What follows belongs to an exercise in optimizing a design on an open flow for small area, a short achievable clock period and few clock cycles; a production flow would make more cautious choices.
The RTL was checked by simulation tests, not by an equivalence proof against the original design.
Power figures rest on the tool's default switching activity, not on a simulated workload.

[config.mk]
export PLATFORM = sky130hd
export DESIGN_NAME = shipValidator
export DESIGN_NICKNAME = shipValidator
export VERILOG_FILES = /design/flow/design.v
export SDC_FILE = /design/flow/constraint.sdc
export NUM_CORES = 4
export LEC_CHECK = 0
export ABC_AREA = 1
export CAP_MARGIN = 20
export CORE_MARGIN = 2
export CORE_UTILIZATION = 40
export CTS_BUF_LIST = sky130_fd_sc_hd__clkbuf_8
export CTS_CLUSTER_DIAMETER = 40
export CTS_CLUSTER_SIZE = 10
export PLACE_DENSITY = 0.6
export SETUP_SLACK_MARGIN = 0.8
export SLEW_MARGIN = 20
[constraint.sdc]
create_clock -name core_clock -period 6.0 [get_ports {clk}]
set_input_delay 1.2000 -clock core_clock [delete_from_list [all_inputs] [get_ports {clk}]]
set_output_delay 1.2000 -clock core_clock [all_outputs]
set_load 0.01 [all_outputs]
[design.v]
package fleetPkg;
	localparam int boardSize = 8;
	localparam int fleetDepth = 11;
	typedef enum logic [2:0]
	{
		submarine = 3'd0,
		cruiser = 3'd1,
		seaplane = 3'd2,
		battleship = 3'd3,
		carrier = 3'd4
	} shipKindT;
endpackage
`timescale 1ns/10ps
module shipCellDecoder
(
	input logic [14:0] request,
	output logic [7:0] rowA,
	output logic [7:0] colA,
	output logic [7:0] rowB,
	output logic [7:0] colB,
	output logic onBoard
);
	logic [2:0] kind;
	logic [3:0] x;
	logic [3:0] y;
	logic direction;
	logic [1:0] orientation;
	logic straight;
	logic seaplane;
	logic atLeast2;
	logic atLeast4;
	logic is5;
	logic horizontal;
	logic vertical;
	logic [7:0] xHot;
	logic [7:0] yHot;
	logic [4:1] xStep;
	logic [4:1] yStep;
	logic xFits;
	logic yFits;
	logic seaplaneFits;
	assign kind = request[14:12];
	assign x = request[10:7];
	assign y = request[6:3];
	assign direction = request[2];
	assign orientation = request[1:0];
	assign seaplane = (kind == 3'd2);
	assign straight = (kind == 3'd0) || (kind == 3'd1) || (kind == 3'd3) || (kind == 3'd4);
	assign atLeast2 = (kind == 3'd1) || (kind == 3'd3) || (kind == 3'd4);
	assign atLeast4 = (kind == 3'd3) || (kind == 3'd4);
	assign is5 = (kind == 3'd4);
	assign horizontal = straight && !direction;
	assign vertical = straight && direction;
	assign xStep[1] = horizontal && atLeast2;
	assign xStep[2] = (horizontal && atLeast4) || (seaplane && !orientation[1]);
	assign xStep[3] = horizontal && atLeast4;
	assign xStep[4] = horizontal && is5;
	assign yStep[1] = vertical && atLeast2;
	assign yStep[2] = (vertical && atLeast4) || (seaplane && orientation[1]);
	assign yStep[3] = vertical && atLeast4;
	assign yStep[4] = vertical && is5;
	always_comb
	begin
		for (int i = 0; i < 8; i++)
		begin
			xHot[i] = (x[2:0] == 3'(i));
			yHot[i] = (y[2:0] == 3'(i));
		end
		for (int i = 0; i < 8; i++)
		begin
			colA[i] = xHot[i];
			rowA[i] = yHot[i];
			for (int s = 1; s <= 4; s++)
				if (i >= s)
				begin
					colA[i] = colA[i] || (xStep[s] && xHot[i-s]);
					rowA[i] = rowA[i] || (yStep[s] && yHot[i-s]);
				end
		end
		for (int i = 0; i < 8; i++)
		begin
			rowB[i] = 1'b0;
			colB[i] = 1'b0;
			if (i >= 1)
			begin
				rowB[i] = seaplane && orientation != 2'd1 && yHot[i-1];
				colB[i] = orientation != 2'd3 && xHot[i-1];
			end
			if (i <= 6)
			begin
				rowB[i] = rowB[i] || (seaplane && orientation == 2'd1 && yHot[i+1]);
				colB[i] = colB[i] || (orientation == 2'd3 && xHot[i+1]);
			end
		end
	end
	assign xFits = !(atLeast2 && x[2:0] == 3'd7) && !(atLeast4 && x[2:0] >= 3'd5)
		&& !(is5 && x[2:0] == 3'd4);
	assign yFits = !(atLeast2 && y[2:0] == 3'd7) && !(atLeast4 && y[2:0] >= 3'd5)
		&& !(is5 && y[2:0] == 3'd4);
	always_comb
	begin
		case (orientation)
			2'd0: seaplaneFits = x[2:0] <= 3'd5 && y[2:0] <= 3'd6;
			2'd1: seaplaneFits = x[2:0] <= 3'd5 && y[2:0] >= 3'd1;
			2'd2: seaplaneFits = x[2:0] <= 3'd6 && y[2:0] <= 3'd5;
			default: seaplaneFits = x[2:0] >= 3'd1 && y[2:0] <= 3'd5;
		endcase
	end
	assign onBoard = !x[3] && !y[3] && ((seaplane && seaplaneFits)
		|| (straight && (direction ? yFits : xFits)));
endmodule
`timescale 1ns/10ps
module overlapScanner
(
	input logic player,
	input logic [63:0] shipMask,
	input logic [63:0] occupied0,
	input logic [63:0] occupied1,
	output logic hit
);
	logic hit0;
	logic hit1;
	assign hit0 = |(shipMask & occupied0);
	assign hit1 = |(shipMask & occupied1);
	assign hit = player ? hit1 : hit0;
endmodule
`timescale 1ns/10ps
module fleetStore
(
	input logic clk,
	input logic rstN,
	input logic player,
	input logic writeStrobe,
	input logic [63:0] shipMask,
	output logic [63:0] occupied0,
	output logic [63:0] occupied1,
	output logic fleetFull
);
	logic boardValid;
	logic write0;
	logic write1;
	logic [3:0] count0;
	logic [3:0] count1;
	assign write0 = writeStrobe && !player;
	assign write1 = writeStrobe && player;
	assign fleetFull = player ? (count1 == 4'(fleetPkg::fleetDepth))
		: (count0 == 4'(fleetPkg::fleetDepth));
	always_ff @(posedge clk or negedge rstN)
	begin
		if (!rstN)
		begin
			boardValid <= 1'b0;
			count0 <= '0;
			count1 <= '0;
		end
		else
		begin
			boardValid <= 1'b1;
			if (write0)
				count0 <= count0 + 4'd1;
			if (write1)
				count1 <= count1 + 4'd1;
		end
	end
	always_ff @(posedge clk)
	begin
		occupied0 <= (occupied0 & {64{boardValid}}) | (shipMask & {64{write0}});
		occupied1 <= (occupied1 & {64{boardValid}}) | (shipMask & {64{write1}});
	end
endmodule
`timescale 1ns/10ps
module placementControl
(
	input logic clk,
	input logic rstN,
	input logic enable,
	input logic onBoard,
	input logic fleetFull,
	input logic hit,
	output logic writeStrobe,
	output logic placed,
	output logic borderConflict,
	output logic memoryConflict
);
	logic holding;
	logic placedHeld;
	logic placeNow;
	assign placeNow = onBoard && !fleetFull && !hit;
	assign writeStrobe = enable && !holding && placeNow;
	assign placed = enable && (holding ? placedHeld : placeNow);
	assign borderConflict = enable && !onBoard;
	assign memoryConflict = enable && onBoard && (holding ? !placedHeld : (fleetFull || hit));
	always_ff @(posedge clk or negedge rstN)
	begin
		if (!rstN)
		begin
			holding <= 1'b0;
			placedHeld <= 1'b0;
		end
		else
		begin
			holding <= enable;
			if (!holding)
				placedHeld <= placeNow;
		end
	end
endmodule
`timescale 1ns/10ps
module shipValidator
(
	input logic clk,
	input logic rstN,
	input logic enable,
	input logic [14:0] request,
	output logic placed,
	output logic borderConflict,
	output logic memoryConflict,
	output logic conflict
);
	logic [7:0] rowA;
	logic [7:0] colA;
	logic [7:0] rowB;
	logic [7:0] colB;
	logic onBoard;
	logic [63:0] shipMask;
	logic [63:0] occupied0;
	logic [63:0] occupied1;
	logic fleetFull;
	logic hit;
	logic writeStrobe;
	shipCellDecoder decoder
	(
		.request(request),
		.rowA(rowA),
		.colA(colA),
		.rowB(rowB),
		.colB(colB),
		.onBoard(onBoard)
	);
	always_comb
		for (int r = 0; r < 8; r++)
			for (int c = 0; c < 8; c++)
				shipMask[r*8 + c] = (rowA[r] && colA[c]) || (rowB[r] && colB[c]);
	fleetStore store
	(
		.clk(clk),
		.rstN(rstN),
		.player(request[11]),
		.writeStrobe(writeStrobe),
		.shipMask(shipMask),
		.occupied0(occupied0),
		.occupied1(occupied1),
		.fleetFull(fleetFull)
	);
	overlapScanner scanner
	(
		.player(request[11]),
		.shipMask(shipMask),
		.occupied0(occupied0),
		.occupied1(occupied1),
		.hit(hit)
	);
	placementControl control
	(
		.clk(clk),
		.rstN(rstN),
		.enable(enable),
		.onBoard(onBoard),
		.fleetFull(fleetFull),
		.hit(hit),
		.writeStrobe(writeStrobe),
		.placed(placed),
		.borderConflict(borderConflict),
		.memoryConflict(memoryConflict)
	);
	assign conflict = borderConflict | memoryConflict;
endmodule
[flow/run.sh]
#!/bin/bash
# The standard synthesis, then its combinational logic replaced by the
# hand-mapped netlist that flow/gennet.py writes (every register keeps the
# standard synthesis's name, cell type and Q net), then the standard layout
# with sky130_fd_sc_hd__buf_4 port buffers.
set -euo pipefail
work=$(pwd)
R=$work/orfs/results/$FLOW_PLATFORM/shipValidator/base
bash standard.sh synth > standard_synth.log 2>&1
cp "$R/1_2_yosys.v" "$work/standard_1_2_yosys.v"
python3 flow/gennet.py "$work/standard_1_2_yosys.v" "$work/gennet_1_2_yosys.v" > gennet.log 2>&1
cp "$work/gennet_1_2_yosys.v" "$R/1_2_yosys.v"
rm -f "$R/1_synth.odb" "$R/1_synth.sdc"
export BUFFER_PORTS_ARGS="-buffer_cell sky130_fd_sc_hd__buf_4"
bash standard.sh "BUFFER_PORTS_ARGS=-buffer_cell sky130_fd_sc_hd__buf_4" finish > standard_finish.log 2>&1
[flow/gennet.py]
#!/usr/bin/env python3
"""Writes a hand-mapped gate netlist of shipValidator (the RTL in rtl/) for
sky130hd. Every register keeps the instance name, cell type and Q net that the
standard synthesis gave it; those are read from the standard netlist.
usage: gennet.py STANDARD_NETLIST OUT_NETLIST"""
import re
import sys

std = open(sys.argv[1]).read()

# Registers of the standard synthesis: RTL name -> (cell, instance, Q net)
regs = {}
for m in re.finditer(r'(sky130_fd_sc_hd__df\w+)\s+(\\\S+|\w+)\s*\((.*?)\);', std, re.S):
    cell, inst, body = m.group(1), m.group(2), m.group(3)
    q = re.search(r'\.Q\(([^()]*)\)', body).group(1).strip()
    key = inst.lstrip('\\').split('$')[0]
    regs[key] = (cell, inst, q)

expect = {}
for p in (0, 1):
    for i in range(64):
        expect[f'store.occupied{p}[{i}]'] = 'sky130_fd_sc_hd__dfxtp_1'
    for i in range(4):
        expect[f'store.count{p}[{i}]'] = 'sky130_fd_sc_hd__dfrtp_1'
expect['store.boardValid'] = 'sky130_fd_sc_hd__dfrtp_1'
expect['control.holding'] = 'sky130_fd_sc_hd__dfrtp_1'
expect['control.placedHeld'] = 'sky130_fd_sc_hd__dfrtp_1'
if set(regs) != set(expect) or any(regs[k][0] != v for k, v in expect.items()):
    sys.exit('registers of the standard netlist differ from the expected ones: '
             + repr(sorted(set(regs) ^ set(expect))))

P = 'sky130_fd_sc_hd__'
lines = []
wires = []
count = [0]


def net(hint='n'):
    count[0] += 1
    name = f'g_{hint}_{count[0]}'
    wires.append(name)
    return name


def gate(cell, out_pin='Y', hint='n', out=None, **pins):
    o = out if out else net(hint)
    count[0] += 1
    conns = ', '.join(f'.{k}({v} )' for k, v in pins.items())
    lines.append(f'  {P}{cell} u_{count[0]} ({conns}, .{out_pin}({o}));')
    return o


def X(cell, hint='n', out=None, **pins):
    return gate(cell, 'X', hint, out, **pins)


def Y(cell, hint='n', out=None, **pins):
    return gate(cell, 'Y', hint, out, **pins)


def q(key):
    return regs[key][2]


req = lambda i: f'request[{i}]'
k0, k1, k2 = req(12), req(13), req(14)
pl = req(11)
x = [req(7), req(8), req(9)]
x3 = req(10)
y = [req(3), req(4), req(5)]
y3 = req(6)
d = req(2)
o0, o1 = req(0), req(1)

xn = [Y('inv_1', 'xn', A=v) for v in x]
yn = [Y('inv_1', 'yn', A=v) for v in y]
k1n = Y('inv_1', A=k1)
dn = Y('inv_1', A=d)
o0n = Y('inv_1', A=o0)
o1n = Y('inv_1', A=o1)


def hot(v, vn):
    return [Y('nor3_1', 'hot', A=(vn[0] if c & 1 else v[0]), B=(vn[1] if c & 2 else v[1]),
              C=(vn[2] if c & 4 else v[2])) for c in range(8)]


xHot = hot(x, xn)
yHot = hot(y, yn)

# Step signals; kinds 5 to 7 are don't-cares here (onBoard is 0 for them)
k0n = Y('inv_1', A=k0)
k2n = Y('inv_1', A=k2)
g20N = Y('nor2_1', A=k2, B=k0)                         # not length >= 2
g4N = Y('a21oi_1', A1=k1, A2=k0, B1=k2)                # not length >= 4
xs = {1: Y('nor2_1', A=d, B=g20N),
      2: Y('nand3_1', A=Y('nand2_1', A=dn, B=k2), B=Y('nand3_1', A=dn, B=k1, C=k0),
           C=Y('nand3_1', A=k1, B=k0n, C=o1n)),
      3: Y('nor2_1', A=d, B=g4N),
      4: Y('nor2_1', A=d, B=k2n)}
ys = {1: Y('nor2_1', A=dn, B=g20N),
      2: Y('nand3_1', A=Y('nand2_1', A=d, B=k2), B=Y('nand3_1', A=d, B=k1, C=k0),
           C=Y('nand3_1', A=k1, B=k0n, C=o1)),
      3: Y('nor2_1', A=dn, B=g4N),
      4: Y('nor2_1', A=dn, B=k2n)}
sea = Y('nor2_1', A=k0, B=k1n)
oIs1 = Y('nor2_1', A=o1, B=o0n)
bDn = X('and2_1', A=sea, B=oIs1)
bUp = Y('nor2b_1', A=oIs1, B_N=sea)
cL = X('and2_1', A=o1, B=o0)
cR = Y('nand2_1', A=o1, B=o0)


def run(h, s):
    out = []
    for c in range(8):
        if c == 0:
            out.append(h[0])
        elif c == 1:
            out.append(Y('inv_1', 'run', A=Y('a21oi_1', A1=s[1], A2=h[0], B1=h[1])))
        elif c == 2:
            out.append(Y('inv_1', 'run', A=Y('a221oi_1', A1=s[1], A2=h[1], B1=s[2], B2=h[0], C1=h[2])))
        elif c == 3:
            a = Y('a22oi_1', A1=s[1], A2=h[2], B1=s[2], B2=h[1])
            b = Y('a21oi_1', A1=s[3], A2=h[0], B1=h[3])
            out.append(Y('nand2_1', 'run', A=a, B=b))
        else:
            a = Y('a22oi_1', A1=s[1], A2=h[c - 1], B1=s[2], B2=h[c - 2])
            b = Y('a221oi_1', A1=s[3], A2=h[c - 3], B1=s[4], B2=h[c - 4], C1=h[c])
            out.append(Y('nand2_1', 'run', A=a, B=b))
    return out


colA = run(xHot, xs)
rowA = run(yHot, ys)


def side(h, lo, hi):
    # cell c uses h[c-1] with lo, h[c+1] with hi
    out = []
    for c in range(8):
        if c == 0:
            out.append(X('and2_1', 'side', A=h[1], B=hi))
        elif c == 7:
            out.append(X('and2_1', 'side', A=h[6], B=lo))
        else:
            out.append(X('a22o_1', 'side', A1=h[c - 1], A2=lo, B1=h[c + 1], B2=hi))
    return out


colB = side(xHot, cR, cL)
rowB = side(yHot, bUp, bDn)

mask = [X('a22o_1', 'm', A1=rowA[i // 8], A2=colA[i % 8], B1=rowB[i // 8], B2=colB[i % 8])
        for i in range(64)]

occ = [[q(f'store.occupied{p}[{i}]') for i in range(64)] for p in (0, 1)]
hit = []
hitN = []
for p in (0, 1):
    tN = [Y('nand2_1', 't', A=mask[i], B=occ[p][i]) for i in range(64)]
    a = [Y('nand4_1', 'ta', A=tN[4 * j], B=tN[4 * j + 1], C=tN[4 * j + 2], D=tN[4 * j + 3])
         for j in range(16)]
    b = [Y('nor2_1', 'tb', A=a[2 * j], B=a[2 * j + 1]) for j in range(8)]
    c = [Y('nand4_1', 'tc', A=b[4 * j], B=b[4 * j + 1], C=b[4 * j + 2], D=b[4 * j + 3])
         for j in range(2)]
    hit.append(c)
    hitN.append(Y('nor2_1', 'hitn', A=c[0], B=c[1]))

# Border check, exact for every kind
kn0 = Y('inv_1', A=k0)
isSub = Y('nor3_1', A=k2, B=k1, C=k0)
isCru = Y('nor3b_1', A=k2, B=k1, C_N=k0)
isSea = Y('nor3b_1', A=k2, B=k0, C_N=k1)
isBat = X('and3b_1', A_N=k2, B=k1, C=k0)
isCar = Y('nor3b_1', A=k1, B=k0, C_N=k2)


def fits(v, vn):
    v7 = X('and3_1', A=v[0], B=v[1], C=v[2])
    v01 = Y('nor2_1', A=v[1], B=v[0])
    cru = Y('nor2b_1', A=v7, B_N=isCru)
    bat = X('o21a_1', A1=vn[2], A2=v01, B1=isBat)
    car = X('and2_1', A=isCar, B=vn[2])
    return Y('nand2_1', A=Y('nor2_1', A=isSub, B=cru), B=Y('nor2_1', A=bat, B=car))


fitsH = fits(x, xn)
fitsV = fits(y, yn)
straightFits = X('a22o_1', A1=fitsH, A2=dn, B1=fitsV, B2=d)
xle5 = Y('nand2_1', A=x[2], B=x[1])
xle6 = Y('nand3_1', A=x[2], B=x[1], C=x[0])
xge1 = X('or3_1', A=x[2], B=x[1], C=x[0])
yle5 = Y('nand2_1', A=y[2], B=y[1])
yle6 = Y('nand3_1', A=y[2], B=y[1], C=y[0])
yge1 = X('or3_1', A=y[2], B=y[1], C=y[0])
seaFits = X('mux4_1', A0=X('and2_1', A=xle5, B=yle6), A1=X('and2_1', A=xle5, B=yge1),
            A2=X('and2_1', A=xle6, B=yle5), A3=X('and2_1', A=xge1, B=yle5), S0=o0, S1=o1)
inner = X('a21o_1', A1=isSea, A2=seaFits, B1=straightFits)
onBoard = Y('nor3b_1', 'onboard', A=x3, B=y3, C_N=inner)

# Fleet counts and full flags
cnt = [[q(f'store.count{p}[{i}]') for i in range(4)] for p in (0, 1)]
full = [X('and4b_1', 'full', A_N=cnt[p][2], B=cnt[p][3], C=cnt[p][1], D=cnt[p][0]) for p in (0, 1)]

holding = q('control.holding')
pH = q('control.placedHeld')
valid = q('store.boardValid')
en = 'enable'

# Everything but onBoard and the hits comes from registers, enable and the
# player, ahead of the request decode
plN = Y('inv_1', A=pl)
enN = Y('inv_1', A=en)
E1 = X('and4bb_1', A_N=holding, B_N=full[1], C=en, D=pl)     # enable, !holding, player 1, room
E0 = X('and4bb_1', A_N=holding, B_N=full[0], C=en, D=plN)    # enable, !holding, player 0, room
F1 = X('and2b_1', A_N=full[1], B=pl)
F0 = Y('nor2_1', A=full[0], B=pl)
fullSel = X('mux2_1', A0=full[0], A1=full[1], S=pl)
pHN = Y('inv_1', A=pH)
Z = X('mux2_1', A0=fullSel, A1=pHN, S=holding)               # memory conflict unless hits decide
ZN = Y('inv_1', A=Z)

A1 = X('and2_1', A=E1, B=onBoard)
A0 = X('and2_1', A=E0, B=onBoard)
P1 = X('and2_1', A=F1, B=onBoard)
P0 = X('and2_1', A=F0, B=onBoard)
H1 = X('and4b_1', A_N=holding, B=en, C=onBoard, D=pl)
H0 = X('and4bb_1', A_N=holding, B_N=pl, C=en, D=onBoard)
MfullN = Y('nand3_1', A=en, B=onBoard, C=Z)
border = Y('nor2b_1', out='borderConflict', A=onBoard, B_N=en)
CfixN = X('a21o_1', A1=onBoard, A2=ZN, B1=enN)              # not enable & (!onBoard | Z)
BpN = Y('nand3_1', A=en, B=holding, C=pH)
# Memory hit of player p: H_p & (hit[p][0] | hit[p][1])
GN = [Y('o21ai_1', A1=hit[p][0], A2=hit[p][1], B1=[H0, H1][p]) for p in (0, 1)]
Y('nand3_1', out='memoryConflict', A=GN[0], B=GN[1], C=MfullN)
Y('nand3_1', out='conflict', A=GN[0], B=GN[1], C=CfixN)
Y('nand3_1', out='placed', A=Y('nand2_1', A=A1, B=hitN[1]), B=Y('nand2_1', A=A0, B=hitN[0]), C=BpN)

we = [Y('nor3b_1', 'we', A=hit[0][0], B=hit[0][1], C_N=A0),
      Y('nor3b_1', 'we', A=hit[1][0], B=hit[1][1], C_N=A1)]
placeNow = Y('nand2_1', A=Y('nand2_1', A=P1, B=hitN[1]), B=Y('nand2_1', A=P0, B=hitN[0]))

# Register inputs
D = {}
for p in (0, 1):
    for i in range(64):
        D[f'store.occupied{p}[{i}]'] = X('a22o_1', 'd', A1=occ[p][i], A2=valid, B1=mask[i], B2=we[p])
    c = cnt[p]
    t1 = X('and2_1', A=we[p], B=c[0])
    t2 = X('and3_1', A=we[p], B=c[0], C=c[1])
    t3 = X('and4_1', A=we[p], B=c[0], C=c[1], D=c[2])
    D[f'store.count{p}[0]'] = X('xor2_1', A=c[0], B=we[p])
    D[f'store.count{p}[1]'] = X('xor2_1', A=c[1], B=t1)
    D[f'store.count{p}[2]'] = X('xor2_1', A=c[2], B=t2)
    D[f'store.count{p}[3]'] = X('xor2_1', A=c[3], B=t3)
one = net('one')
count[0] += 1
lines.append(f'  {P}conb_1 u_{count[0]} (.HI({one}), .LO());')
D['store.boardValid'] = one
D['control.holding'] = en
D['control.placedHeld'] = X('mux2_1', A0=placeNow, A1=pH, S=holding)

regl = []
for key, (cell, inst, qn) in sorted(regs.items()):
    if cell.startswith(P + 'dfrtp'):
        regl.append(f'  {cell} {inst} (.CLK(clk), .D({D[key]} ), .Q({qn} ), .RESET_B(rstN));')
    else:
        regl.append(f'  {cell} {inst} (.CLK(clk), .D({D[key]} ), .Q({qn} ));')

qnets = sorted({v[2] for v in regs.values()})
out = ['module shipValidator(clk, rstN, enable, request, placed, borderConflict, memoryConflict, conflict);',
       '  input clk;', '  input rstN;', '  input enable;', '  input [14:0] request;',
       '  output placed;', '  output borderConflict;', '  output memoryConflict;', '  output conflict;']
out += [f'  wire {w};' for w in wires]
out += [f'  wire {qn} ;' for qn in qnets]
out += lines + regl + ['endmodule']
open(sys.argv[2], 'w').write('\n'.join(out) + '\n')
print(f'{len(lines)} gates, {len(regl)} registers')
[standard.sh]
#!/bin/bash
# synth_recipe.tcl (not shown) runs the flow's synth.tcl, then flattens the netlist and writes it again
# the make line also repeats each setting of config.mk as NAME=value (left out here)
make -C /OpenROAD-flow-scripts/flow DESIGN_CONFIG=/design/flow/config.mk WORK_HOME=/design/flow/orfs CLKGATE_MAP_FILE= SYNTH_SCRIPT=/design/flow/synth_recipe.tcl "${@:-finish}"
==> results of run 1 <==
==> cell type report <==
cell class	instances	area, um^2	area share, %
clock inverters	14	171.4	2.304
inverters	20	75.07	1.009
repair buffers	29	217.7	2.926
multi-input cells	543	3616	48.60
clock buffers	18	247.7	3.330
flip-flops and latches	139	2841	38.19
well taps	216	270.3	3.633
==> stage by stage <==
stage	cell area, um^2	hold slack (ns)	total power [mW]	utilization (%)
final	7440	0.4727	1.934	47.00
after global routing	7440	0.4892	2.015	47.00
after CTS	7391	0.4750	1.942	46.70
after detailed placement	6972	0.4585	1.146	44.05
after global placement	6972	0.4480	1.142	44.05
after floorplan	6480	0.4346	1.076	-
==> flip-flops by register name, indices dropped and copies added (netlist names) <==
name and flops:
store.occupied0 64, store.occupied1 64, store.count0 4, store.count1 4, control.holding 1, control.placedHeld 1, store.boardValid 1
==> power by group <==
group | total [mW] | internal, mW | leakage, nW | switching (mW)
combinational | 0.179 | 0.0561 | 1.63 | 0.123
clock | 0.802 | 0.425 | 0.217 | 0.378
sequential | 0.952 | 0.936 | 1.17 | 0.0161
total | 1.93 | 1.42 | 3.02 | 0.517
==> placed cells by master, fill, tap and decap left out, drive strengths merged <==
cell      instances
nand3            13
a221oi           10
clkinvlp          1
or3               2
nor3b             6
and2b             1
nor3             17
and3              4
a21oi             5
bufinv            3
nand2           150
nor2b             4
dfxtp           128
buf              29
a22oi            10
dfrtp            11
a21o              2
mux2              3
clkinv            5
o21a              2
mux4              1
nor2             34
conb              1
and4b             3
a22o            205
and3b             1
inv              25
nand4            36
o21ai             2
clkbuf           18
xor2              8
and4bb            3
and2             18
and4              2
==> final timing paths <==
check	cells past startpoint	start	endpoint	slack, ns
min in group asynchronous	1	rstN	store.count0[3]	0.56
worst min register to register	1	store.count0[3]	store.count0[3]	0.47
max in group asynchronous	1	rstN	store.boardValid	5.28
worst max register to register	7	store.count0[0]	store.occupied0[43]	3.59
worst min-delay path	1	store.count0[3]	store.count0[3]	0.47
worst max-delay path	13	request[12]	conflict	0.96
==> critical path, cell delays in order <==
cell and delay [ns]:
buf_4 0.15, a21oi_1 0.22, nor2_1 0.13, a221oi_1 0.28, nand2_1 0.33, a22o_1 0.38
nand2_1 0.07, nand4_1 0.14, nor2_1 0.14, nand4_1 0.28, o21ai_1 0.26, nand3_1 0.10
buf_4 0.15
==> layer usage <==
metal	global-route usage, %	up-vias	part of all wire (%)
li1	-	2812	-
met5	0	-	0
met3	4.667	31	5.4
met2	35.72	196	47
met4	7.947	0	2.4
met1	30.12	2869	46
==> key figures, run 1 <==
Cells and area
  – Total of fill cells in the finished design: 1556
  – Layout cells sized above 1: between 9 and 10%
  – Syn-to-layout area delta: 15.21%
  – Ant. Diodes: 0
  – NumNets Final: 768
  – Non-filler instance count after layout: 979

Synthesis
  – Synthesized area: 6457 um^2
  – Syn avg cell area: a little over 9 um^2
  – Syn. warnings: 4
  – Post-Synthesis Cells: between 700 and 800
  – Net Count, Synth: between 700 and 800

Global routing
  – Initial antenna violation count: 0
  – Vias in the first global route: between 5000 and 6000
  – First-pass GRT wire length: roughly 30000 um
  – GRT Util Overall: about 22%
  – Grt ovf: 0
  – Largest net degree at the start of global routing: 107

Die
  – Chip width: between 100 and 150 um
  – Die height: approximately 130 um
  – Initial Util: between 40% and 50%
  – IO Pins: 22
  – Core outline area: about 16000 um^2
  – Rows: 46
  – Die outline area: approximately 17000 um^2

Drt
  – Remaining DRCs: 0
  – Via count: about 5900
  – Average wire per standard cell: between 15 and 20 um
  – Starting DRC count in detailed routing: about 560
  – Drt pass-1 iters: 6
  – Final wirelength: between 15000 and 20000 um
  – Detail Route Antenna Nets: 0
  – Drt via density: between 6 and 7

Power and ir drop
  – Leakage Power: slightly above 3 nW
  – Maximum vdd drop: between 0.1 and 0.15 mV
  – PwrDens: between 200 and 300 nW/um^2

Place
  – GP Congestion: just over 0.9
  – DP Cell Count: ~950
  – PortBufs: 21
  – HPWL after detailed placement: between 10000 and 15000 um
  – Worst slack, placed: approximately 0.97 ns

Clock tree
  – Clock tree buffer depth: 2
  – Hold_buf cts: 0
  – Clk Tree Root Cell: clkbuf_8
  – Post-CTS sizing: 0
  – Total CTS buffers: 17
  – Post-CTS repair timing setup buffer count: 0
  – H-Tree Depth: 4
  – Clock sink count: 139
  – Reg clk slew, reported paths: approximately 0.09 ns
  – CTS tree: done
  – Worst-skew pair later-pin latency: roughly 0.45 ns

Timing
  – Finish-stage setup viols: 0
  – Clock Skews: 0.01973 ns
  – Max Freq: 198.3 MHz
  – Fin crit period: slightly above 5 ns
  – Fin. max-slew vios: 0
  – Max_slew headroom: a little over a quarter
  – Setup TNS: 0 ns
  – Worst Tran Pin Value: around 1.1 ns
  – Hold Fails Final Rpt: 0
  – Unrepaired setup endpoints after global routing: true
  – Final period utilization: a little over four fifths
  – Final setup margin: roughly 0.96 ns

Job
  – Max Cap Viol: 0

Critical path
  – Setup Crit Path Kind: in2out
  – Crit path launch type: input port
  – Worst Path Max Fanout: 11
  – Worst EP arrival: approximately 3.8 ns
  – Worst path required time: ~4.8 ns
  – CP Capture Type: primary output

Hold path
  – Tightest Hold Check Type: reg2reg

Outcome
  – Status: no timing/DRC/antenna violations
Testbench counts, summed over its fixed seeds: cycles 4,608.
==> inputs of run 2 (changes only) <==
--- a/config.mk
+++ b/config.mk
@@ -13,5 +13,5 @@
 export CTS_CLUSTER_DIAMETER = 40
 export CTS_CLUSTER_SIZE = 10
 export PLACE_DENSITY = 0.6
-export SETUP_SLACK_MARGIN = 0.8
+export SETUP_SLACK_MARGIN = 1.0
 export SLEW_MARGIN = 20
==> run 2 against run 1 <==
Net effect:
- clock skew grew 0.00056 ns
- synthesized cell count is the same
- final area grew 3.4%
- critical path depth grew 1
- fmax grew 4.2%
- worst setup slack gained 0.20 ns
- via count grew 0.63%
- final cell count grew 0.61%
- first-iteration DRC count grew 0.54%
- hold slack is essentially flat
- utilization grew 1.6 points
==> key figures, run 2 <==
Critical path
  – Reg2Reg Depth: 9 (was 7)
  – CP Capture Type: primary output (unchanged)
  – Worst Path Max Fanout: 11 (unchanged)
  – R2r endpoint: store.occupied0[43] (unchanged)
  – Setup Crit Path Kind: in2out (unchanged)
  – Crit path launch type: input port (unchanged)
  – FF-to-FF setup slack: 3.48 ns (was 3.59 ns)
  – Worst path required time: 4.80 ns (about the same)
  – Worst EP arrival: 3.64 ns (was 3.84 ns)
  – Worst r2r src: store.occupied0[43] (was store.count0[0])

Cells and area
  – Most frequent cells in the layout: a22o_1 (190), nand2_1 (141), dfxtp_1 (128) (was a22o_1 (205), nand2_1 (145), dfxtp_1 (128))
  – Syn-to-layout area delta: 19.10% (was 15.21%)
  – Most common cell after layout, fill and taps aside: a22o_1 (unchanged)
  – Largest regs: store.occupied0 (64), store.occupied1 (64) (unchanged)
  – Total of fill cells in the finished design: 1532 (was 1556)
  – Non-filler instance count after layout: 985 (was 979)
  – Register area: 2841 um^2 (unchanged)
  – Layout cells sized above 1: 16.12% (was 9.830%)
  – Footprint of the multi-input gates: 3822 um^2 (was 3616 um^2)
  – Ant. Diodes: 0 (unchanged)
  – NumNets Final: 774 (was 768)

Hold path
  – Tightest Hold Check Type: reg2reg (unchanged)
  – WHS Endpoint: store.count0[3] (unchanged)
  – Min-delay src: store.count0[3] (unchanged)
  – Hold Crit Depth: 1 (unchanged)

Power and ir drop
  – Internal power: 1.426 mW (was 1.417 mW)
  – Leakage Power: 3.146 nW (was 3.018 nW)
  – Maximum vdd drop: 0.1374 mV (was 0.1397 mV)
  – Clock share of power: 41.2% (was 41.5%)
  – Combinational share of power: 10.1% (was 9.3%)
  – Psw: 526.8 uW (was 516.7 uW)
  – Switching Share: 26.98% (was 26.72%)
  – PwrDens: 253.9 nW/um^2 (was 259.9 nW/um^2)
  – Sequential power share: 48.8% (was 49.2%)

Timing
  – Worst Tran Pin Value: 1.096 ns (was 1.091 ns)
  – Final period utilization: 80.67% (was 84.03%)
  – Unrepaired setup endpoints after global routing: false (was true)
  – Hold Fails Final Rpt: 0 (unchanged)
  – Fin. max-slew vios: 0 (unchanged)
  – Finish-stage setup viols: 0 (unchanged)
  – Max Freq: 206.6 MHz (was 198.3 MHz)
  – Max_slew headroom: 26.96% (was 27.26%)
  – Final setup margin: 1.160 ns (was 0.9581 ns)
  – Setup TNS: 0 ns (unchanged)
  – Clock Skews: 0.02030 ns (was 0.01973 ns)
  – Fin crit period: 4.840 ns (was 5.042 ns)

Global routing
  – Grt ovf: 0 (unchanged)
  – Vias in the first global route: 5523 (was 5517)
  – Largest net degree at the start of global routing: 107 (unchanged)
  – First-pass GRT wire length: 29650 um (was 29640 um)
  – Initial antenna violation count: 0 (unchanged)
  – GRT Util Overall: 22.38% (unchanged)

Die
  – IO Pins: 22 (unchanged)
  – Rows: 46 (unchanged)
  – Die height: 131.1 um (unchanged)
  – Die outline area: 17180 um^2 (unchanged)
  – Chip width: 131.1 um (unchanged)
  – Initial Util: 40.80% (unchanged)
  – Core outline area: 15830 um^2 (unchanged)

Clock tree
  – CTS tree: done (unchanged)
  – Total CTS buffers: 17 (unchanged)
  – Clock tree buffer depth: 2 (unchanged)
  – Reg clk slew, reported paths: 0.09 ns (about the same)
  – Clk Tree Root Cell: clkbuf_8 (unchanged)
  – Clock sink count: 139 (unchanged)
  – H-Tree Depth: 4 (unchanged)
  – Worst-skew pair later-pin latency: 0.45 ns (about the same)

Outcome
  – Status: no timing/DRC/antenna violations (unchanged)

Place
  – GP Congestion: 0.9182 (unchanged)
  – Worst slack, placed: 0.9687 ns (unchanged)
  – HPWL after detailed placement: 12440 um (unchanged)
  – DP Cell Count: 947 (unchanged)
  – PortBufs: 21 (unchanged)

Drt
  – Starting DRC count in detailed routing: 558 (was 555)
  – Remaining DRCs: 0 (unchanged)
  – Drt via density: 6.036 (was 6.035)
  – Average wire per standard cell: 19.16 um (was 18.93 um)
  – Final wirelength: 18870 um (was 18530 um)
  – Drt pass-1 iters: 5 (was 6)
  – Via count: 5945 (was 5908)
  – Detail Route Antenna Nets: 0 (unchanged)

Synthesis
  – Net Count, Synth: 720 (unchanged)
  – Synthesized area: 6457 um^2 (unchanged)
  – Syn. warnings: 4 (unchanged)
  – Post-Synthesis Cells: 702 (unchanged)
  – Syn avg cell area: 9.199 um^2 (unchanged)

Job
  – Max Cap Viol: 0 (unchanged)
run 2: worst max path at each step:
stage                start  depth (start not counted)         endpoint  slack [ns]
6_report       request[12]                         14           placed        1.16
5_1_grt         request[7]                         14           placed        0.98
4_1_cts        request[12]                         13         conflict        0.99
3_5_place_dp   request[12]                         13         conflict        0.97
3_3_place_gp   request[12]                         13         conflict        0.95
2_1_floorplan  request[12]                         12  store.count0[3]        1.43
run 2: timing repair:
item,CTS,global route
endpoints found under the setup margin,3,3
resized for setup,3,54
hold buffers,0,0
gates cloned,0,0
buffers inserted,0,6
pin swaps,0,13
run 2: per-layer routing:
layer  global-route usage (%)  wire length (um)  vias up
met5                        0                 0        -
li1                         -                 -     2824
met3                    4.951               981       26
met4                    7.947               393        0
met1                    29.97              8743     2912
met2                    35.69              8749      183
run 2: per-stage QoR:
step                hold WS (ns)  area, um^2  utilization, %  power (mW)
floorplan                 0.4346        6480               -       1.076
global placement          0.4480        6972           44.05       1.142
detailed placement        0.4585        6972           44.05       1.146
CTS                       0.4750        7401           46.76       1.943
global route              0.4892        7691           48.59       2.031
finish                    0.4731        7691           48.59       1.953
run 2: power by group through the flow:
stage | Sequential [mW] | Combinational (mW) | Clock (mW)
4_1_cts | 0.953 | 0.174 | 0.816
6_report | 0.952 | 0.197 | 0.804
3_3_place_gp | 0.972 | 0.170 | 0
5_1_grt | 0.956 | 0.212 | 0.863
2_1_floorplan | 0.976 | 0.101 | 0
3_5_place_dp | 0.974 | 0.172 | 0
run 2: layout make-up:
cell class              count  area share [%]
inverters                  20          0.9761
well taps                 216           3.514
multi-input cells         543           49.70
flip-flops and latches    139           36.94
repair buffers             35           3.416
clock buffers              18           3.221
clock inverters            14           2.229
run 2: worst max-delay path, stage by stage:
cell	delay, ns
buf_4	0.15
a21oi_2	0.18
nor2_1	0.14
a221oi_2	0.36
nand2_4	0.19
a22o_1	0.32
nand2_1	0.08
nand4_1	0.09
nor2_1	0.20
nand4_1	0.26
nor2_2	0.20
nand2_1	0.08
nand3_1	0.08
buf_4	0.12
==> inputs of run 3 (changes only) <==
--- a/flow/run.sh
+++ b/flow/run.sh
@@ -12,4 +12,5 @@
 cp "$work/gennet_1_2_yosys.v" "$R/1_2_yosys.v"
 rm -f "$R/1_synth.odb" "$R/1_synth.sdc"
 export BUFFER_PORTS_ARGS="-buffer_cell sky130_fd_sc_hd__buf_4"
-bash standard.sh "BUFFER_PORTS_ARGS=-buffer_cell sky130_fd_sc_hd__buf_4" finish > standard_finish.log 2>&1
+export CTS_ARGS="-sink_clustering_enable -repair_clock_nets -sink_clustering_size 16 -sink_clustering_max_diameter 60 -buf_list sky130_fd_sc_hd__clkbuf_8 -dont_use_dummy_load"
+bash standard.sh "BUFFER_PORTS_ARGS=-buffer_cell sky130_fd_sc_hd__buf_4" "CTS_ARGS=$CTS_ARGS" finish > standard_finish.log 2>&1
==> run 3 against run 2 <==
Net effect:
- still clean
- sequential power hardly changed
- count of clock-buffer cells in the layout shrank 1
- via count decreased by 0.81%
- first-iteration DRC count shrank 9.9%
- register-to-register slack got worse by 0.06 ns
- largest power group unchanged
- highest routed layer unchanged
==> key figures, run 3 <==
Outcome
  – Status: no timing/DRC/antenna violations (unchanged)

Global routing
  – Grt ovf: 0 (unchanged)
  – Largest net degree at the start of global routing: 107 (unchanged)
  – Initial antenna violation count: 0 (unchanged)
  – Vias in the first global route: 5518 (was 5523)
  – GRT Util Overall: 22.43% (was 22.38%)
  – First-pass GRT wire length: 29640 um (was 29650 um)

Critical path
  – FF-to-FF setup slack: 3.42 ns (was 3.48 ns)
  – Worst r2r src: store.occupied0[42] (was store.occupied0[43])
  – Reg2Reg Depth: 9 (unchanged)
  – R2r endpoint: store.occupied0[43] (unchanged)
  – Setup Crit Path Kind: in2out (unchanged)
  – Crit path launch type: input port (unchanged)
  – Critical Path Source: request[12] (unchanged)
  – CP Capture Type: primary output (unchanged)
  – Worst Path Max Fanout: 11 (unchanged)
  – Worst path required time: 4.80 ns (about the same)
  – Worst EP arrival: 3.67 ns (was 3.64 ns)

Synthesis
  – Synthesized area: 6457 um^2 (unchanged)
  – Post-Synthesis Cells: 702 (unchanged)
  – Net Count, Synth: 720 (unchanged)
  – Syn avg cell area: 9.199 um^2 (unchanged)
  – Syn. warnings: 4 (unchanged)

Drt
  – Final wirelength: 18710 um (was 18870 um)
  – Starting DRC count in detailed routing: 503 (was 558)
  – Drt pass-1 iters: 5 (unchanged)
  – Via count: 5897 (was 5945)
  – Remaining DRCs: 0 (unchanged)
  – Average wire per standard cell: 19.29 um (was 19.16 um)
  – Detail Route Antenna Nets: 0 (unchanged)
  – Drt via density: 6.079 (was 6.036)

Timing
  – Finish-stage setup viols: 0 (unchanged)
  – Hold Fails Final Rpt: 0 (unchanged)
  – Max_slew headroom: 27.31% (was 26.96%)
  – Unrepaired setup endpoints after global routing: false (unchanged)
  – Fin. max-slew vios: 0 (unchanged)
  – Final period utilization: 81.15% (was 80.67%)
  – Final setup margin: 1.131 ns (was 1.160 ns)
  – Fin crit period: 4.869 ns (was 4.840 ns)
  – Clock Skews: 0.03499 ns (was 0.02030 ns)
  – Worst Tran Pin Value: 1.090 ns (was 1.096 ns)
  – Max Freq: 205.4 MHz (was 206.6 MHz)
  – Setup TNS: 0 ns (unchanged)

Cells and area
  – NumNets Final: 774 (unchanged)
  – Ant. Diodes: 0 (unchanged)
  – Most frequent cells in the layout: a22o_1 (192), nand2_1 (141), dfxtp_1 (128) (was a22o_1 (190), nand2_1 (141), dfxtp_1 (128))
  – Non-filler instance count after layout: 970 (was 985)
  – Most common cell after layout, fill and taps aside: a22o_1 (unchanged)
  – Syn-to-layout area delta: 15.91% (was 19.10%)
  – Largest regs: store.occupied0 (64), store.occupied1 (64) (unchanged)
  – Final Util: 47.29% (was 48.59%)
  – Layout cells sized above 1: 13.93% (was 16.12%)

Power and ir drop
  – Internal power: 1.250 mW (was 1.426 mW)
  – Switching Share: 26.59% (was 26.98%)
  – Leakage Power: 3.045 nW (was 3.146 nW)
  – Maximum vdd drop: 0.1375 mV (was 0.1374 mV)
  – Combinational share of power: 11.4% (was 10.1%)
  – Sequential power share: 56.0% (was 48.8%)
  – Clock share of power: 32.6% (was 41.2%)
  – Psw: 452.8 uW (was 526.8 uW)
  – Power Total: 1.703 mW (was 1.953 mW)
  – PwrDens: 227.5 nW/um^2 (was 253.9 nW/um^2)

Die
  – Die outline area: 17180 um^2 (unchanged)
  – Die height: 131.1 um (unchanged)
  – Rows: 46 (unchanged)
  – Core outline area: 15830 um^2 (unchanged)
  – Initial Util: 40.80% (unchanged)
  – IO Pins: 22 (unchanged)
  – Chip width: 131.1 um (unchanged)

Clock tree
  – Clock sink count: 139 (unchanged)
  – H-Tree Depth: 4 (unchanged)
  – Hold_buf cts: 0 (unchanged)
  – Reg clk slew, reported paths: 0.08 ns (was 0.09 ns)
  – Clk Tree Root Cell: clkbuf_8 (unchanged)
  – Total CTS buffers: 17 (unchanged)
  – Clock tree buffer depth: 2 (unchanged)
  – CTS tree: done (unchanged)
  – Worst-skew pair later-pin latency: 0.45 ns (about the same)

Hold path
  – Hold Crit Depth: 1 (unchanged)
  – WHS Endpoint: store.count0[3] (unchanged)
  – Min-delay src: store.count0[3] (unchanged)
  – Tightest Hold Check Type: reg2reg (unchanged)

Place
  – GP Congestion: 0.9182 (unchanged)
  – DP Cell Count: 947 (unchanged)
  – HPWL after detailed placement: 12440 um (unchanged)
  – Worst slack, placed: 0.9687 ns (unchanged)
  – PortBufs: 21 (unchanged)

Job
  – Max Cap Viol: 0 (unchanged)
-- run 3: critical path: stages --
cell	delay (ns)
buf_4	0.15
a21oi_2	0.18
nor2_1	0.12
a221oi_1	0.32
nand2_2	0.25
a22o_1	0.31
nand2_1	0.09
nand4_1	0.08
nor2_1	0.20
nand4_1	0.27
nor2_2	0.20
nand2_1	0.08
nand3_1	0.08
buf_4	0.12
-- run 3: how the worst max path moves through the flow --
stage                           end  slack, ns  cells after the start
finish                       placed       1.13                     14
global route               conflict        1.0                     14
CTS                        conflict       0.99                     13
detailed placement         conflict       0.97                     13
global placement           conflict       0.95                     13
floorplan           store.count0[3]       1.43                     12
-- run 3: power by group through the flow --
stage	clock, mW	sequential [mW]	combinational, mW
after global placement	0	0.972	0.170
after global routing	0.609	0.957	0.210
after CTS	0.569	0.953	0.174
after floorplan	0	0.976	0.101
final	0.555	0.954	0.194
after detailed placement	0	0.974	0.172
-- run 3: cell type report --
class | instances | area, um^2
fillers | 1558 | 8343
multi-input cells | 543 | 3801
flip-flops and latches | 139 | 2841
well taps | 216 | 270.3
repair buffers | 35 | 262.8
clock buffers | 17 | 234.0
inverters | 20 | 75.07
-- run 3: through the flow --
| stage | instance area (um^2) | hold slack (ns) |
|---|---|---|
| 2_1_floorplan | 6480 | 0.4346 |
| 3_3_place_gp | 6972 | 0.4480 |
| 3_5_place_dp | 6972 | 0.4585 |
| 4_1_cts | 7216 | 0.4744 |
| 5_1_grt | 7485 | 0.4876 |
| 6_report | 7485 | 0.4730 |
-- run 3: repair_timing --
item                       in CTS  in global routing
buffers inserted                0                  6
gates resized for setup         3                 47
setup endpoints to repair       3                  3
pin swaps                       0                 13
-- run 3: routing by layer --
metal	global-route usage (%)	wire length, um
met5	0	0
met4	7.760	385
met3	5.154	904
met2	35.66	8653
met1	30.08	8765
==> inputs of run 4 (changes only) <==
--- a/flow/run.sh
+++ b/flow/run.sh
@@ -12,5 +12,5 @@
 cp "$work/gennet_1_2_yosys.v" "$R/1_2_yosys.v"
 rm -f "$R/1_synth.odb" "$R/1_synth.sdc"
 export BUFFER_PORTS_ARGS="-buffer_cell sky130_fd_sc_hd__buf_4"
-export CTS_ARGS="-sink_clustering_enable -repair_clock_nets -sink_clustering_size 16 -sink_clustering_max_diameter 60 -buf_list sky130_fd_sc_hd__clkbuf_8 -dont_use_dummy_load"
+export CTS_ARGS="-sink_clustering_enable -repair_clock_nets -sink_clustering_size 10 -sink_clustering_max_diameter 40 -buf_list sky130_fd_sc_hd__clkbuf_8 -dont_use_dummy_load"
 bash standard.sh "BUFFER_PORTS_ARGS=-buffer_cell sky130_fd_sc_hd__buf_4" "CTS_ARGS=$CTS_ARGS" finish > standard_finish.log 2>&1
==> run 4 against run 3 <==
Net effect:
- register-to-register slack about the same
- clock skew unchanged
- worst setup slack unchanged
- critical path type unchanged
- largest cell class unchanged
- largest power group unchanged
- highest routed layer unchanged
==> key figures, run 4 <==
Outcome
  – Status: no timing/DRC/antenna violations (unchanged)

Critical path
  – CP Capture Type: primary output (unchanged)
  – Reg2Reg Depth: 9 (unchanged)
  – CP max stage cell: a221oi_1 (unchanged)
  – Worst path required time: 4.80 ns (about the same)
  – Setup crit end: placed (unchanged)
  – Worst EP arrival: 3.67 ns (about the same)
  – R2r endpoint: store.occupied0[43] (unchanged)
  – Setup Crit Path Kind: in2out (unchanged)
  – Crit-path leading delay family: simple AND/OR/NAND/NOR gates (unchanged)
  – Worst path bufs/invs: 2 (unchanged)
  – Largest stage delay on the critical path: 0.32 ns (about the same)
  – FF-to-FF setup slack: 3.42 ns (about the same)
  – WP depth: 14 (unchanged)
  – Critical Path Source: request[12] (unchanged)
  – Cell Chain, Critical Path: buf_4 -> a21oi_2 -> nor2_1 -> a221oi_1 -> nand2_2 -> a22o_1 -> nand2_1 -> nand4_1 -> nor2_1 -> nand4_1 -> nor2_2 -> nand2_1 -> nand3_1 -> buf_4 (unchanged)
  – Worst Path Max Fanout: 11 (unchanged)
  – Worst r2r src: store.occupied0[42] (unchanged)
  – Crit path launch type: input port (unchanged)

Timing
  – Finish-stage setup viols: 0 (unchanged)
  – Setup TNS: 0 ns (unchanged)
  – Max Freq: 205.4 MHz (unchanged)
  – Unrepaired setup endpoints after global routing: false (unchanged)
  – Fin crit period: 4.869 ns (unchanged)
  – Hold Fails Final Rpt: 0 (unchanged)
  – Max_slew headroom: 27.31% (unchanged)
  – Worst Tran Pin Value: 1.090 ns (unchanged)
  – Clock Skews: 0.03499 ns (unchanged)
  – Fin. max-slew vios: 0 (unchanged)
  – Fin Hold WS: 0.4730 ns (unchanged)
  – Final period utilization: 81.15% (unchanged)

Synthesis
  – Syn avg cell area: 9.199 um^2 (unchanged)
  – Net Count, Synth: 720 (unchanged)
  – Synthesized area: 6457 um^2 (unchanged)
  – Syn. warnings: 4 (unchanged)
  – Post-Synthesis Cells: 702 (unchanged)

Power and ir drop
  – Maximum vdd drop: 0.1375 mV (unchanged)
  – PwrDens: 227.5 nW/um^2 (unchanged)
  – Leakage Power: 3.045 nW (unchanged)

Die
  – IO Pins: 22 (unchanged)
  – Die height: 131.1 um (unchanged)
  – Core outline area: 15830 um^2 (unchanged)
  – Chip width: 131.1 um (unchanged)
  – Initial Util: 40.80% (unchanged)
  – Die outline area: 17180 um^2 (unchanged)
  – Rows: 46 (unchanged)

Global routing
  – Initial antenna violation count: 0 (unchanged)
  – Vias in the first global route: 5518 (unchanged)
  – Grt ovf: 0 (unchanged)
  – GRT Util Overall: 22.43% (unchanged)
  – First-pass GRT wire length: 29640 um (unchanged)
  – Largest net degree at the start of global routing: 107 (unchanged)

Drt
  – Starting DRC count in detailed routing: 503 (unchanged)
  – Detail Route Antenna Nets: 0 (unchanged)
  – Final wirelength: 18710 um (unchanged)
  – Drt pass-1 iters: 5 (unchanged)
  – Average wire per standard cell: 19.29 um (unchanged)
  – Via count: 5897 (unchanged)
  – Drt via density: 6.079 (unchanged)
  – Remaining DRCs: 0 (unchanged)

Cells and area
  – Most frequent cells in the layout: a22o_1 (192), nand2_1 (141), dfxtp_1 (128) (unchanged)
  – Ant. Diodes: 0 (unchanged)
  – Syn-to-layout area delta: 15.91% (unchanged)
  – Largest regs: store.occupied0 (64), store.occupied1 (64) (unchanged)
  – Layout cells sized above 1: 13.93% (unchanged)
  – NumNets Final: 774 (unchanged)
  – Most common cell after layout, fill and taps aside: a22o_1 (unchanged)
  – Total of fill cells in the finished design: 1558 (unchanged)

Clock tree
  – CTS tree: done (unchanged)
  – Reg clk slew, reported paths: 0.08 ns (about the same)
  – Worst-skew pair later-pin latency: 0.45 ns (about the same)
  – Clock tree buffer depth: 2 (unchanged)
  – H-Tree Depth: 4 (unchanged)
  – Clk Tree Root Cell: clkbuf_8 (unchanged)
  – Clock sink count: 139 (unchanged)
  – Total CTS buffers: 17 (unchanged)

Place
  – HPWL after detailed placement: 12440 um (unchanged)
  – GP Congestion: 0.9182 (unchanged)
  – PortBufs: 21 (unchanged)

Hold path
  – Min-delay src: store.count0[3] (unchanged)
  – Tightest Hold Check Type: reg2reg (unchanged)

Job
  – Max Cap Viol: 0 (unchanged)
run 4: area by class of cell:
cell class | count | area [um^2] | share of cell area, %
Tap cell | 216 | 270.3 | 3.611
Sequential cell | 139 | 2841 | 37.96
Inverter | 20 | 75.07 | 1.003
Multi-Input combinational cell | 543 | 3801 | 50.79
Timing Repair Buffer | 35 | 262.8 | 3.511
Clock buffer | 17 | 234.0 | 3.126
run 4: metal layers:
| layer | global-route usage, % | vias up | wire length [um] |
|---|---|---|---|
| met2 | 35.66 | 180 | 8653 |
| met5 | 0 | - | 0 |
| met1 | 30.08 | 2876 | 8765 |
| met3 | 5.154 | 27 | 904 |
| met4 | 7.760 | 0 | 385 |
| li1 | - | 2814 | - |
run 4: per-stage QoR:
step | instances | util [%] | setup slack [ns] | power, mW | area (um^2)
after floorplan | 702 | - | 1.431 | 1.076 | 6480
after global placement | 947 | 44.05 | 0.9520 | 1.142 | 6972
after detailed placement | 947 | 44.05 | 0.9687 | 1.146 | 6972
after CTS | 964 | 45.59 | 0.9941 | 1.696 | 7216
after global routing | 970 | 47.29 | 0.9969 | 1.776 | 7485
final | 970 | 47.29 | 1.131 | 1.703 | 7485
run 4: worst min-delay path by stage:
stage                                      to  slack, ns  cells after the start
after floorplan               store.count0[3]       0.43                      1
after global routing      store.occupied0[52]       0.49                      1
after detailed placement      store.count1[3]       0.46                      1
final                         store.count0[3]       0.47                      1
after global placement        store.count1[3]       0.45                      1
after CTS                     store.count1[3]       0.47                      1
run 4: where the power goes:
group	total [mW]	switching (mW)	internal (mW)
Sequential	0.954	0.0167	0.937
Combinational	0.194	0.131	0.0637
Clock	0.555	0.306	0.249
run 4: what timing repair did:
item | 4_1_cts | 5_1_grt
hold buffers | 0 | 0
endpoints found under the setup margin | 3 | 3
resized for setup | 3 | 47
pin swaps | 0 | 13
buffers inserted | 0 | 6
==> inputs of run 5 (changes only) <==
--- a/config.mk
+++ b/config.mk
@@ -8,10 +8,10 @@
 export ABC_AREA = 1
 export CAP_MARGIN = 20
 export CORE_MARGIN = 2
-export CORE_UTILIZATION = 40
+export CORE_UTILIZATION = 55
 export CTS_BUF_LIST = sky130_fd_sc_hd__clkbuf_8
 export CTS_CLUSTER_DIAMETER = 40
 export CTS_CLUSTER_SIZE = 10
-export PLACE_DENSITY = 0.6
+export PLACE_DENSITY = 0.75
 export SETUP_SLACK_MARGIN = 1.0
 export SLEW_MARGIN = 20
==> run 5 against run 4 <==
Net effect:
- count of clock-buffer cells in the layout did not move
- register-to-register slack improved by 0.15 ns
- routed wire length fell by 2.8%
- sequential share of layout area rose by 0.99 points
- largest cell class unchanged
- final area fell by 2.5%
- final cell count fell by 7.9%
- first-iteration DRC count rose by 48%
- clock skew fell by 0.013 ns
- total power fell by 1.0%
- largest power group unchanged
- fmax fell by 0.52%
==> key figures, run 5 <==
Power and ir drop
  – Leakage Power: 2.970 nW (was 3.045 nW)
  – Maximum vdd drop: 0.2203 mV (was 0.1375 mV)
  – PwrDens: 231.1 nW/um^2 (was 227.5 nW/um^2)

Global routing
  – Grt ovf: 0 (unchanged)
  – Initial antenna violation count: 0 (unchanged)
  – Vias in the first global route: 5672 (was 5518)
  – GRT Util Overall: 28.74% (was 22.43%)
  – Largest net degree at the start of global routing: 91 (was 107)
  – First-pass GRT wire length: 28860 um (was 29640 um)

Critical path
  – CP Capture Type: primary output (unchanged)
  – Crit path launch type: input port (unchanged)
  – Worst EP arrival: 3.69 ns (was 3.67 ns)
  – Cell Chain, Critical Path: buf_4 -> inv_1 -> nor3_1 -> a22o_1 -> a22o_1 -> nand2_1 -> nand4_1 -> nor2_1 -> nand4_1 -> nor2_1 -> nand2_1 -> nand3_1 -> buf_4 (was buf_4 -> a21oi_2 -> nor2_1 -> a221oi_1 -> nand2_2 -> a22o_1 -> nand2_1 -> nand4_1 -> nor2_1 -> nand4_1 -> nor2_2 -> nand2_1 -> nand3_1 -> buf_4)
  – Setup Crit Path Kind: in2out (unchanged)
  – Worst Path Max Fanout: 10 (was 11)
  – Worst path required time: 4.80 ns (about the same)
  – Largest stage delay on the critical path: 0.55 ns (was 0.32 ns)
  – CP max stage cell: nor3_1 (was a221oi_1)

Clock tree
  – Clk Tree Root Cell: clkbuf_8 (unchanged)
  – Clock sink count: 139 (unchanged)
  – H-Tree Depth: 4 (unchanged)
  – Worst-skew pair later-pin latency: 0.45 ns (about the same)
  – Reg clk slew, reported paths: 0.05 ns (was 0.08 ns)
  – CTS tree: done (unchanged)
  – Hold_buf cts: 0 (unchanged)
  – Clock tree buffer depth: 2 (unchanged)
  – Total CTS buffers: 17 (unchanged)

Timing
  – Max_slew headroom: 39.30% (was 27.31%)
  – Fin. max-slew vios: 0 (unchanged)
  – Final period utilization: 81.57% (was 81.15%)
  – Max Freq: 204.3 MHz (was 205.4 MHz)
  – Fin crit period: 4.894 ns (was 4.869 ns)
  – Clock Skews: 0.02218 ns (was 0.03499 ns)
  – Worst Tran Pin Value: 0.9105 ns (was 1.090 ns)
  – Hold Fails Final Rpt: 0 (unchanged)
  – Unrepaired setup endpoints after global routing: false (unchanged)
  – Setup TNS: 0 ns (unchanged)
  – Finish-stage setup viols: 0 (unchanged)

Synthesis
  – Syn. warnings: 4 (unchanged)
  – Net Count, Synth: 720 (unchanged)
  – Syn avg cell area: 9.199 um^2 (unchanged)
  – Post-Synthesis Cells: 702 (unchanged)
  – Synthesized area: 6457 um^2 (unchanged)

Die
  – IO Pins: 22 (unchanged)
  – Initial Util: 56.55% (was 40.80%)
  – Die height: 112.4 um (was 131.1 um)
  – Rows: 39 (was 46)
  – Die outline area: 12620 um^2 (was 17180 um^2)
  – Chip width: 112.4 um (was 131.1 um)
  – Core outline area: 11420 um^2 (was 15830 um^2)

Drt
  – Drt via density: 6.804 (was 6.079)
  – Drt pass-1 iters: 6 (was 5)
  – Starting DRC count in detailed routing: 742 (was 503)
  – Remaining DRCs: 0 (unchanged)
  – Average wire per standard cell: 20.36 um (was 19.29 um)
  – Via count: 6076 (was 5897)
  – Detail Route Antenna Nets: 0 (unchanged)
  – Final wirelength: 18180 um (was 18710 um)

Place
  – PortBufs: 21 (unchanged)
  – HPWL after detailed placement: 12180 um (was 12440 um)
  – Area post-placement: 6885 um^2 (was 6972 um^2)
  – GP Congestion: 0.9931 (was 0.9182)
  – DP Cell Count: 873 (was 947)

Cells and area
  – Finished Cell Area: 7295 um^2 (was 7485 um^2)
  – Total of fill cells in the finished design: 969 (was 1558)
  – Largest regs: store.occupied0 (64), store.occupied1 (64) (unchanged)
  – Non-filler instance count after layout: 893 (was 970)
  – NumNets Final: 770 (was 774)
  – Most frequent cells in the layout: a22o_1 (202), nand2_1 (140), dfxtp_1 (128) (was a22o_1 (192), nand2_1 (141), dfxtp_1 (128))
  – Most common cell after layout, fill and taps aside: a22o_1 (unchanged)
  – Syn-to-layout area delta: 12.96% (was 15.91%)
  – Ant. Diodes: 0 (unchanged)
  – Layout cells sized above 1: 11.87% (was 13.93%)

Outcome
  – Status: no timing/DRC/antenna violations (unchanged)

Job
  – Max Cap Viol: 0 (unchanged)

Hold path
  – Tightest Hold Check Type: reg2reg (unchanged)
run 5: area by class of cell:
type | count | area, um^2 | share of cell area, %
Clock buffer | 17 | 234.0 | 3.208
Inverter | 20 | 75.07 | 1.029
Multi-Input combinational cell | 543 | 3720 | 50.99
Sequential cell | 139 | 2841 | 38.95
Tap cell | 143 | 178.9 | 2.453
Timing Repair Buffer | 31 | 245.2 | 3.362
run 5: worst max-delay path: cells and delay by family:
family	cells	cell delay, ns
simple gates	8	1.32
compound gates	2	0.74
buf+inv	3	0.42
run 5: where the power goes:
part	leakage, nW	internal, mW	switching (mW)
combinational	1.67	0.0606	0.127
sequential	1.17	0.937	0.0178
clock	0.122	0.249	0.294
run 5: per-layer routing:
metal,track usage [%],up-vias,part of all wire [%]
li1,-,2806,-
met1,37.61,2907,42
met2,44.14,293,46
met3,7.505,70,7.1
met4,14.47,0,4.6
met5,0,-,0
run 5: per-stage QoR:
stage	total power, mW	util (%)	hold slack [ns]	setup WS (ns)
6_report	1.686	63.88	0.4613	1.106
5_1_grt	1.751	63.88	0.4870	0.9896
4_1_cts	1.679	62.44	0.4661	1.014
3_5_place_dp	1.142	60.30	0.4547	0.9826
3_3_place_gp	1.135	60.30	0.4514	1.110
2_1_floorplan	1.076	-	0.4346	1.431
run 5: repair_timing:
action | 4_1_cts | 5_1_grt
pin swaps | 0 | 8
setup endpoints to repair | 1 | 3
hold endpoints to repair | 0 | 0
buffers inserted | 0 | 3
resized for setup | 2 | 36
run 5: path summary, 6_finish.rpt:
kind	depth (start not counted)	end	start	slack [ns]
setup / recovery	13	placed	request[8]	1.11
hold / removal	1	store.count0[3]	store.count0[3]	0.46
setup reg to reg	9	store.occupied0[45]	store.occupied0[3]	3.57
hold reg to reg	1	store.count0[3]	store.count0[3]	0.46
max in group asynchronous	1	store.boardValid	rstN	5.26
min in group asynchronous	1	store.count0[1]	rstN	0.58
==> inputs of run 6 (changes only) <==
--- a/flow/gennet.py
+++ b/flow/gennet.py
@@ -125,9 +125,10 @@
             b = Y('a21oi_1', A1=s[3], A2=h[0], B1=h[3])
             out.append(Y('nand2_1', 'run', A=a, B=b))
         else:
-            a = Y('a22oi_1', A1=s[1], A2=h[c - 1], B1=s[2], B2=h[c - 2])
-            b = Y('a221oi_1', A1=s[3], A2=h[c - 3], B1=s[4], B2=h[c - 4], C1=h[c])
-            out.append(Y('nand2_1', 'run', A=a, B=b))
+            a = Y('a21oi_1', A1=s[1], A2=h[c - 1], B1=h[c])
+            b = Y('a22oi_1', A1=s[2], A2=h[c - 2], B1=s[3], B2=h[c - 3])
+            e = Y('nand2_1', A=s[4], B=h[c - 4])
+            out.append(Y('nand3_1', 'run', A=a, B=b, C=e))
     return out
 
 
--- a/config.mk
+++ b/config.mk
@@ -8,10 +8,10 @@
 export ABC_AREA = 1
 export CAP_MARGIN = 20
 export CORE_MARGIN = 2
-export CORE_UTILIZATION = 55
+export CORE_UTILIZATION = 40
 export CTS_BUF_LIST = sky130_fd_sc_hd__clkbuf_8
 export CTS_CLUSTER_DIAMETER = 40
 export CTS_CLUSTER_SIZE = 10
-export PLACE_DENSITY = 0.75
+export PLACE_DENSITY = 0.6
 export SETUP_SLACK_MARGIN = 1.0
 export SLEW_MARGIN = 20
==> run 6 against run 5 <==
Net effect:
- still clean
- utilization fell by 17 points
- sequential cell count is the same
- final cell count grew 9.4%
- first-iteration DRC count shrank 42%
- final area rose by 1.1%
- non-clock buffer count is 3 higher
- count of clock-buffer cells in the layout did not move
==> key figures, run 6 <==
Outcome
  – Status: no timing/DRC/antenna violations (unchanged)

Critical path
  – Cell Chain, Critical Path: buf_4 -> inv_1 -> nor3_2 -> a22o_1 -> a22o_1 -> nand2_1 -> nand4_1 -> nor2_1 -> nand4_1 -> buf_4 -> nor2_2 -> nand2_1 -> nand3_1 -> buf_4 (was buf_4 -> inv_1 -> nor3_1 -> a22o_1 -> a22o_1 -> nand2_1 -> nand4_1 -> nor2_1 -> nand4_1 -> nor2_1 -> nand2_1 -> nand3_1 -> buf_4)
  – Critical Path Source: request[8] (unchanged)
  – Reg2Reg Depth: 9 (unchanged)
  – Crit-path leading delay family: simple AND/OR/NAND/NOR gates (unchanged)
  – Crit path launch type: input port (unchanged)
  – Most common cell on crit path: buf_4
  – Setup crit end: placed (unchanged)
  – R2r endpoint: store.count1[3] (was store.occupied0[45])
  – Worst path bufs/invs: 4 (was 3)
  – Worst path required time: 4.80 ns (about the same)
  – CP max stage cell: a22o_1 (was nor3_1)
  – Largest stage delay on the critical path: 0.55 ns (about the same)
  – Worst r2r src: store.occupied1[27] (was store.occupied0[3])
  – Worst EP arrival: 3.63 ns (was 3.69 ns)

Die
  – Die height: 131.2 um (was 112.4 um)
  – IO Pins: 22 (unchanged)
  – Chip width: 131.2 um (was 112.4 um)
  – Rows: 46 (was 39)
  – Core outline area: 15830 um^2 (was 11420 um^2)
  – Die outline area: 17200 um^2 (was 12620 um^2)
  – Initial Util: 40.86% (was 56.55%)

Cells and area
  – Ant. Diodes: 0 (unchanged)
  – Largest regs: store.occupied0 (64), store.occupied1 (64) (unchanged)
  – Most frequent cells in the layout: a22o_1 (205), nand2_1 (149), dfxtp_1 (128) (was a22o_1 (202), nand2_1 (140), dfxtp_1 (128))
  – Footprint of the multi-input gates: 3684 um^2 (was 3720 um^2)
  – Layout cells sized above 1: 10.25% (was 11.87%)
  – Syn-to-layout area delta: 13.99% (was 12.96%)
  – Total of fill cells in the finished design: 1531 (was 969)
  – Most common cell after layout, fill and taps aside: a22o_1 (unchanged)
  – Non-filler instance count after layout: 977 (was 893)

Timing
  – Final setup margin: 1.173 ns (was 1.106 ns)
  – Max_slew headroom: 34.25% (was 39.30%)
  – Unrepaired setup endpoints after global routing: false (unchanged)
  – Finish-stage setup viols: 0 (unchanged)
  – Fin. max-slew vios: 0 (unchanged)
  – Worst Tran Pin Value: 0.9862 ns (was 0.9105 ns)
  – Final period utilization: 80.46% (was 81.57%)
  – Fin crit period: 4.827 ns (was 4.894 ns)
  – Setup TNS: 0 ns (unchanged)
  – Max Freq: 207.2 MHz (was 204.3 MHz)

Job
  – Max Cap Viol: 0 (unchanged)

Clock tree
  – CTS tree: done (unchanged)
  – Clock sink count: 139 (unchanged)
  – H-Tree Depth: 4 (unchanged)
  – Total CTS buffers: 17 (unchanged)
  – Reg clk slew, reported paths: 0.06 ns (was 0.05 ns)
  – Worst-skew pair later-pin latency: 0.44 ns (was 0.45 ns)

Place
  – PortBufs: 21 (unchanged)
  – DP Cell Count: 953 (was 873)
  – GP Congestion: 0.9179 (was 0.9931)
  – HPWL after detailed placement: 12690 um (was 12180 um)
  – Worst slack, placed: 0.9305 ns (was 0.9826 ns)

Global routing
  – Largest net degree at the start of global routing: 95 (was 91)
  – Vias in the first global route: 5466 (was 5672)
  – GRT Util Overall: 21.41% (was 28.74%)
  – Initial antenna violation count: 0 (unchanged)
  – Grt ovf: 0 (unchanged)

Synthesis
  – Syn avg cell area: 9.109 um^2 (was 9.199 um^2)
  – Synthesized area: 6467 um^2 (was 6457 um^2)
  – Net Count, Synth: 728 (was 720)

Drt
  – Final wirelength: 18680 um (was 18180 um)
  – Remaining DRCs: 0 (unchanged)
  – Drt via density: 6.096 (was 6.804)
  – Detail Route Antenna Nets: 0 (unchanged)
  – Average wire per standard cell: 19.12 um (was 20.36 um)
  – Starting DRC count in detailed routing: 429 (was 742)

Power and ir drop
  – Leakage Power: 3.000 nW (was 2.970 nW)
  – PwrDens: 228.1 nW/um^2 (was 231.1 nW/um^2)
  – Maximum vdd drop: 0.1458 mV (was 0.2203 mV)

Hold path
  – Tightest Hold Check Type: reg2reg (unchanged)
[run 6: power by group]
part	switching, mW	leakage, nW	internal (mW)	total [mW]
sequential	0.0177	1.17	0.937	0.955
combinational	0.123	1.70	0.0594	0.183
clock	0.295	0.122	0.249	0.543
total	0.436	3.00	1.25	1.68
[run 6: repair_timing]
action | in CTS | in global routing
endpoints found under the hold margin | 0 | 0
resized for setup | 6 | 18
pin swaps | 0 | 7
endpoints found under the setup margin | 3 | 3
setup buffers | 0 | 7
hold buffers | 0 | 0
[run 6: stage by stage]
step	util [%]	hold slack, ns	instance area [um^2]	total power, mW
floorplan	-	0.4346	6490	1.076
global placement	44.09	0.4527	6979	1.139
detailed placement	44.09	0.4569	6979	1.144
CTS	45.76	0.4719	7243	1.688
global route	46.58	0.4935	7372	1.749
finish	46.58	0.4680	7372	1.681
[run 6: worst min-delay path by stage]
| stage | slack [ns] | cells after the start | to | start |
|---|---|---|---|---|
| finish | 0.47 | 1 | store.count0[3] | store.count0[3] |
| global route | 0.49 | 1 | store.occupied1[16] | store.occupied1[16] |
| CTS | 0.47 | 1 | store.count0[3] | store.count0[3] |
| detailed placement | 0.46 | 1 | store.count0[3] | store.count0[3] |
| global placement | 0.45 | 1 | store.count0[3] | store.count0[3] |
| floorplan | 0.43 | 1 | store.count0[3] | store.count0[3] |
[run 6: layout make-up]
cell class              instances  share of cell area [%]
clock buffers                  17                   3.174
inverters                      20                   1.018
multi-input cells             551                   49.97
flip-flops and latches        139                   38.54
well taps                     216                   3.666
repair buffers                 34                   3.632
[run 6: worst reg2reg max path: cells and delay by family, from the launching register on]
kind	cells	cell delay, ns
AND/OR/NAND/NOR	6	1.16
flip-flops	1	0.32
buffers and inverters	2	0.53
XOR/XNOR	1	0.15
[run 6: layer usage]
layer / global-route usage (%) / part of all wire (%)
met5: 0 / 0
met4: 9.601 / 3.4
met3: 5.517 / 5.7
met2: 33.30 / 45
met1: 28.03 / 46

Check on run 6: ideal ports give 1.173 ns setup slack; a clkbuf_16 on the clock port and buf_2 on the inputs give 1.131 ns; moving port delays by the midpoint clock arrival (0.471 ns) as well gives 1.131 ns.
